From an optimization exercise on the open Yosys and OpenROAD flow, aimed at small area; shortcuts taken in it are not production practice. Function was checked by simulation only, so behaviour that the tests miss may differ from the original. Power and IR drop assume default switching activity.

==> flow/config.mk <==
export PLATFORM = sky130hd
export DESIGN_NAME = grf
export DESIGN_NICKNAME = grf
export VERILOG_FILES = /design/flow/design.v
export SDC_FILE = /design/flow/constraint.sdc
export NUM_CORES = 4
export LEC_CHECK = 0
export CAP_MARGIN = 20
export CORE_MARGIN = 2
export CORE_UTILIZATION = 40
export SLEW_MARGIN = 20
==> flow/run.sh <==
#!/bin/bash
# synth_recipe.tcl (not shown) runs the flow's synth.tcl, then flattens the netlist and writes it again
# the make line also repeats each setting of config.mk as NAME=value (left out here)
make -C /OpenROAD-flow-scripts/flow DESIGN_CONFIG=/design/flow/config.mk WORK_HOME=/design/flow/orfs CLKGATE_MAP_FILE= SYNTH_SCRIPT=/design/flow/synth_recipe.tcl finish
==> flow/design.v <==
`default_nettype none
package grf_pkg;
    localparam int DATA_W    = 32;
    localparam int REG_IDX_W = 5;
    localparam int NUM_REGS  = 1 << REG_IDX_W;
    typedef logic [REG_IDX_W-1:0] reg_idx_t;
    typedef logic [DATA_W-1:0]    word_t;
    localparam reg_idx_t ZERO_REG = 5'd0;
endpackage
`default_nettype wire
`default_nettype none
module grf_read_port
#(
    parameter int DATA_W   = grf_pkg::DATA_W,
    parameter int NUM_REGS = grf_pkg::NUM_REGS
) (
    input  logic [NUM_REGS-1:0][DATA_W-1:0] i_regs,
    input  grf_pkg::reg_idx_t          i_addr,
    input  logic              i_byp_en,
    input  grf_pkg::reg_idx_t          i_byp_addr,
    input  logic [DATA_W-1:0] i_byp_data,
    output logic [DATA_W-1:0] o_data
);
    always_comb begin
        o_data = i_regs[i_addr];
        if (i_addr == grf_pkg::ZERO_REG) begin
            o_data = '0;
        end else if (i_byp_en && (i_addr == i_byp_addr)) begin
            o_data = i_byp_data;
        end
    end
endmodule
`default_nettype wire
`default_nettype none
module grf
#(
    parameter int DATA_W   = grf_pkg::DATA_W,
    parameter int ADDR_W   = 32,
    parameter int NUM_REGS = grf_pkg::NUM_REGS
) (
    input  logic              clk,
    input  logic              reset,
    input  logic              writable,
    input  logic [ADDR_W-1:0] read1addr,
    input  logic [ADDR_W-1:0] read2addr,
    input  logic [ADDR_W-1:0] writeAddr,
    input  logic [DATA_W-1:0] writeData,
    output logic [DATA_W-1:0] read1data,
    output logic [DATA_W-1:0] read2data
);
    logic [NUM_REGS-1:0][DATA_W-1:0] r_regs;
    grf_pkg::reg_idx_t          w_waddr;
    grf_pkg::reg_idx_t          w_raddr1;
    grf_pkg::reg_idx_t          w_raddr2;
    logic              w_we;
    logic              w_byp_en;
    assign w_waddr  = writeAddr[grf_pkg::REG_IDX_W-1:0];
    assign w_raddr1 = read1addr[grf_pkg::REG_IDX_W-1:0];
    assign w_raddr2 = read2addr[grf_pkg::REG_IDX_W-1:0];
    generate
        if (ADDR_W > grf_pkg::REG_IDX_W) begin : g_upper_bits
            logic w_unused_addr;
            assign w_unused_addr = ^{read1addr[ADDR_W-1:grf_pkg::REG_IDX_W],
                                     read2addr[ADDR_W-1:grf_pkg::REG_IDX_W],
                                     writeAddr[ADDR_W-1:grf_pkg::REG_IDX_W]};
        end
    endgenerate
    assign w_we = writable && (w_waddr != grf_pkg::ZERO_REG);
    assign w_byp_en = 1'b0;
    always_ff @(posedge clk) begin
        if (!reset) begin
            for (int i = 0; i < NUM_REGS; i++) begin
                r_regs[i] <= '0;
            end
        end else if (w_we) begin
            r_regs[w_waddr] <= writeData;
        end
    end
    grf_read_port #(
        .DATA_W   (DATA_W),
        .NUM_REGS (NUM_REGS)
    ) u_rd1 (
        .i_regs     (r_regs),
        .i_addr     (w_raddr1),
        .i_byp_en   (w_byp_en),
        .i_byp_addr (w_waddr),
        .i_byp_data (writeData),
        .o_data     (read1data)
    );
    grf_read_port #(
        .DATA_W   (DATA_W),
        .NUM_REGS (NUM_REGS)
    ) u_rd2 (
        .i_regs     (r_regs),
        .i_addr     (w_raddr2),
        .i_byp_en   (w_byp_en),
        .i_byp_addr (w_waddr),
        .i_byp_data (writeData),
        .o_data     (read2data)
    );
endmodule
`default_nettype wire
==> flow/constraint.sdc <==
create_clock -name core_clock -period 6.0 [get_ports {clk}]
set_input_delay 1.2000 -clock core_clock [delete_from_list [all_inputs] [get_ports {clk}]]
set_output_delay 1.2000 -clock core_clock [all_outputs]
set_load 0.01 [all_outputs]
==> flow_summary.yaml <==
run_status:
  status: "no timing/DRC/antenna violations"
sta:
  finalCritPeriodShare_pct: 91.77
  rsz0062_at_grt: "false"
  finalSetupViolCount: 0
  tns_ps: 0
  fin_worst_skew_ps: 0
  fmax_mhz: 181.6
  worstMarginPinSlew_ps: 1212
  relSlewSlack_pct: 19.20
  hold_viol_final: 0
  setup_slack_ps: 493.5
  slew_viol_final: 0
  whs_ps: 468.2
  fin_crit_ps: 5506
global_route:
  grt_pass1_wl_um: 319500
  grt_pass1_vias: 47020
  overflow: 0
  grt_antenna_before_repair: 20
  track_usage_pct: 30.06
  grt_max_degree: 191
layout:
  regMostFlops: "r_regs"
  area_growth_syn_to_layout_pct: 11.62
  seq_area_mm2: 0.02050
  multi_input_area_mm2: 0.03157
  nFillCells: 12710
  layout-drive-gt1-share_pct: 16.92
  largest_reg_flops: 1024
  fin_nets: 5296
  reg.largest.list: "r_regs x1024"
critical_path:
  r2r_end: "r_regs[996]$_SDFFE_PN0P_"
  crit_top_cell: "buf_4"
  critPathKind: "input pin to output pin"
  cp.arrival_ps: 4310
  crit_path_cell_trace: "buf_4, inv_4, buf_4, mux2i_1, a221o_1, a31oi_1, clkdlybuf4s50_1"
  worstPathRequired_ps: 4800
  crit_fanout: 20
  crit_slowest_cell: "clkdlybuf4s50_1"
  slowest_delay_ps: 800
  worst_setup_path_start_kind: "input pin"
  r2r_slack_ps: 5250
  path_buf_inv: 4
  cp_top_family: "buffers and inverters"
  end_kind: "output pin"
  reg2reg_depth: 2
  r2r-start: "r_regs[996]$_SDFFE_PN0P_"
detailed_routing:
  first_pass_iters: 6
  drtIter0Drc: 6999
  wl_per_cell_um: 30.95
  drtAntennaViolNets: 0
  viasPerCell: 6.946
  vias: 49040
  routed_wl_um: 218500
  drc_errors: 0
die:
  ios: 195
  fp.dieH_um: 374.9
  fp.dieW_um: 374.9
  die_area_mm2: 0.1406
  num_rows: 136
  initial_core_util_pct: 40.18
  fp.coreArea_mm2: 0.1370
yosys:
  synth_top_area_share_pct: 37.25
  yosys-top-cells-area: "dfxtp_1 (37%), mux4_2 (18%), mux2i_1 (12%)"
  ys_top_cells_by_count: "dfxtp_1 (1,024), mux2i_1 (672), nand2_1 (554)"
  yosys.area_share.simple_pct: 10.54
  synth_ff_type: "dfxtp_1"
  synth_area_mm2: 0.05503
  synth_fa_ha_area_share_pct: 0.04547
  synth_edf_count: 0
  ys_ff_latch: 1024
  synthMuxAreaShare_pct: 31.21
  ys_seq_area_share_pct: 37.25
  synth_xor_area_share_pct: 0.04774
  synth_top_family_by_area: "multiplexers"
  synth_compound_area_share_pct: 15.13
  synthCells: 5503
  ys_types: 55
  syn_nets: 5636
  yosysMostFrequentCell: "dfxtp_1"
  syn_avg_cell_area_um2: 10.00
  yosysTopAreaCell: "dfxtp_1"
  yosys_warnings: 2
  async_flop_share_pct: 0
min_path:
  whs_endpoint: "r_regs[463]$_SDFFE_PN0P_"
  hold_depth: 2
  min_from: "r_regs[463]$_SDFFE_PN0P_"
  hold_path_class: "flop to flop"
power_and_ir_drop:
  leakagePower_uw: 0.02143
  power_density_mw_per_mm2: 260.9
  irDropWorstVdd_mv: 0.2561
clock_network:
  clockRootBuffer: "clkbuf_16"
  cts.repair.resized: 0
  cts_setup_buffers: 0
  cts_sinks: 1024
  path_clk_slew_ps: 60
  ctsHtreeMaxLevel: 3
  cts_made_buffers: 110
  ctsLongestPathBuffers: 3
  clock_latency_ps: 720
  holdBufCountCts: 0
  cts_tree: "built"
place:
  port_buffers: 113
  globalplace.congestion: 0.8471
  dp_hpwl_um: 118800
  dp_slack_ps: 705.3
job:
  cap_violations: 0
==> routing by layer <==
| layer | vias up | track usage, % | wire length, µm |
|---|---|---|---|
| li1 | 20280 | - | - |
| met1 | 24710 | 40.94 | 85490 |
| met2 | 3436 | 44.77 | 95030 |
| met3 | 596 | 8.223 | 28130 |
| met4 | 14 | 12.67 | 9738 |
| met5 | - | 0 | 97 |
==> report_power, final <==
| part | total [µW] | leakage (µW) | switching, µW | internal, µW |
|---|---|---|---|---|
| Clock | 7070 | 0.00180 | 3000 | 4070 |
| Combinational | 2050 | 0.0114 | 1490 | 564 |
| Sequential | 6900 | 0.00825 | 44.2 | 6860 |
| Total | 16000 | 0.0214 | 4530 | 11500 |
==> layout make-up <==
cell class	count	share of cell area, %
multi-input cells	3720	51.39
inverters	7	0.07536
well taps	1794	3.654
diodes	11	0.04481
clock buffers	172	5.322
flip-flops and latches	1024	33.37
repair buffers	300	5.498
clock inverters	32	0.6416
==> per-stage QoR <==
stage / util, % / std cells / total power, µW / instance area (µm²)
floorplan: - / 5503 / 8162 / 55030
global placement: 42.15 / 6845 / 9012 / 57740
detailed placement: 42.15 / 6845 / 9031 / 57740
CTS: 44.82 / 7049 / 15980 / 61400
global route: 44.83 / 7055 / 16370 / 61420
finish: 44.84 / 7060 / 16020 / 61430
==> how the worst max path moves through the flow <==
stage / start / endpoint / slack [ps] / depth (start not counted)
2_1_floorplan: read2addr[0] / read2data[15] / 1890 / 7
3_3_place_gp: read1addr[0] / read1data[10] / 720 / 8
3_5_place_dp: read2addr[1] / read2data[22] / 710 / 7
4_1_cts: read1addr[0] / read1data[10] / 690 / 8
5_1_grt: read2addr[1] / read2data[22] / 510 / 7
6_report: read2addr[1] / read2data[22] / 490 / 7
==> cell families (layout without fill, tap and decap cells) <==
group                      after synthesis  in the layout
AOI/OAI and AO/OA                     1368           1368
and+or+nand+nor                       1195           1195
muxes                                 1152           1152
DFF                                   1024           1024
buffers and inverters                  759            511
xor gates and xnor gates                 3              3
adders and majority gates                2              2
other                                    0             11
==> layout by cell type, fill, tap and decap left out, drive strengths merged, types with 64 or more instances in the layout <==
cell type / n
o31ai: 257
nand3: 260
dfxtp: 1024
nand2: 554
mux2i: 672
clkdlybuf4s50: 102
nand4: 261
buf: 198
a22oi: 64
o21ai: 336
clkbuf: 172
mux4: 448
a21oi: 513
==> worst min-delay path: cells and delay by family (launching register included) <==
family / cells / cell delay, ps
DFF: 1 / 310
muxes: 1 / 50
and+or+nand+nor: 1 / 50

-- port drivers added, routing unchanged --
In the flow no input, the clock included, has a driving cell. The finished layout below was timed again as built, in two steps. Step 1 assumes that a clkbuf_16 drives the clock port and a buf_2 every other input. Step 2 adds t to the input delays and takes it off the output delays; t is the mean of the earliest and latest rising clock arrival at the registers after step 1. Input paths then give back, and output paths get back, about the clock's delay inside the block. Three values: ideal, step 1, step 2; two values: the first two.
t, ns: 0.799
setup WS [ns]: 0.494 / 0.468 / 0.468
hold slack, ns: 0.468 / 0.468 / 0.468
worst setup path at the end: input to output
latest minus earliest clock arrival (ns): 0.025 / 0.026
After both steps this run still meets setup and hold. The setup slack of this run moves by -0.026 ns with the drivers and by -0.026 ns with both steps.
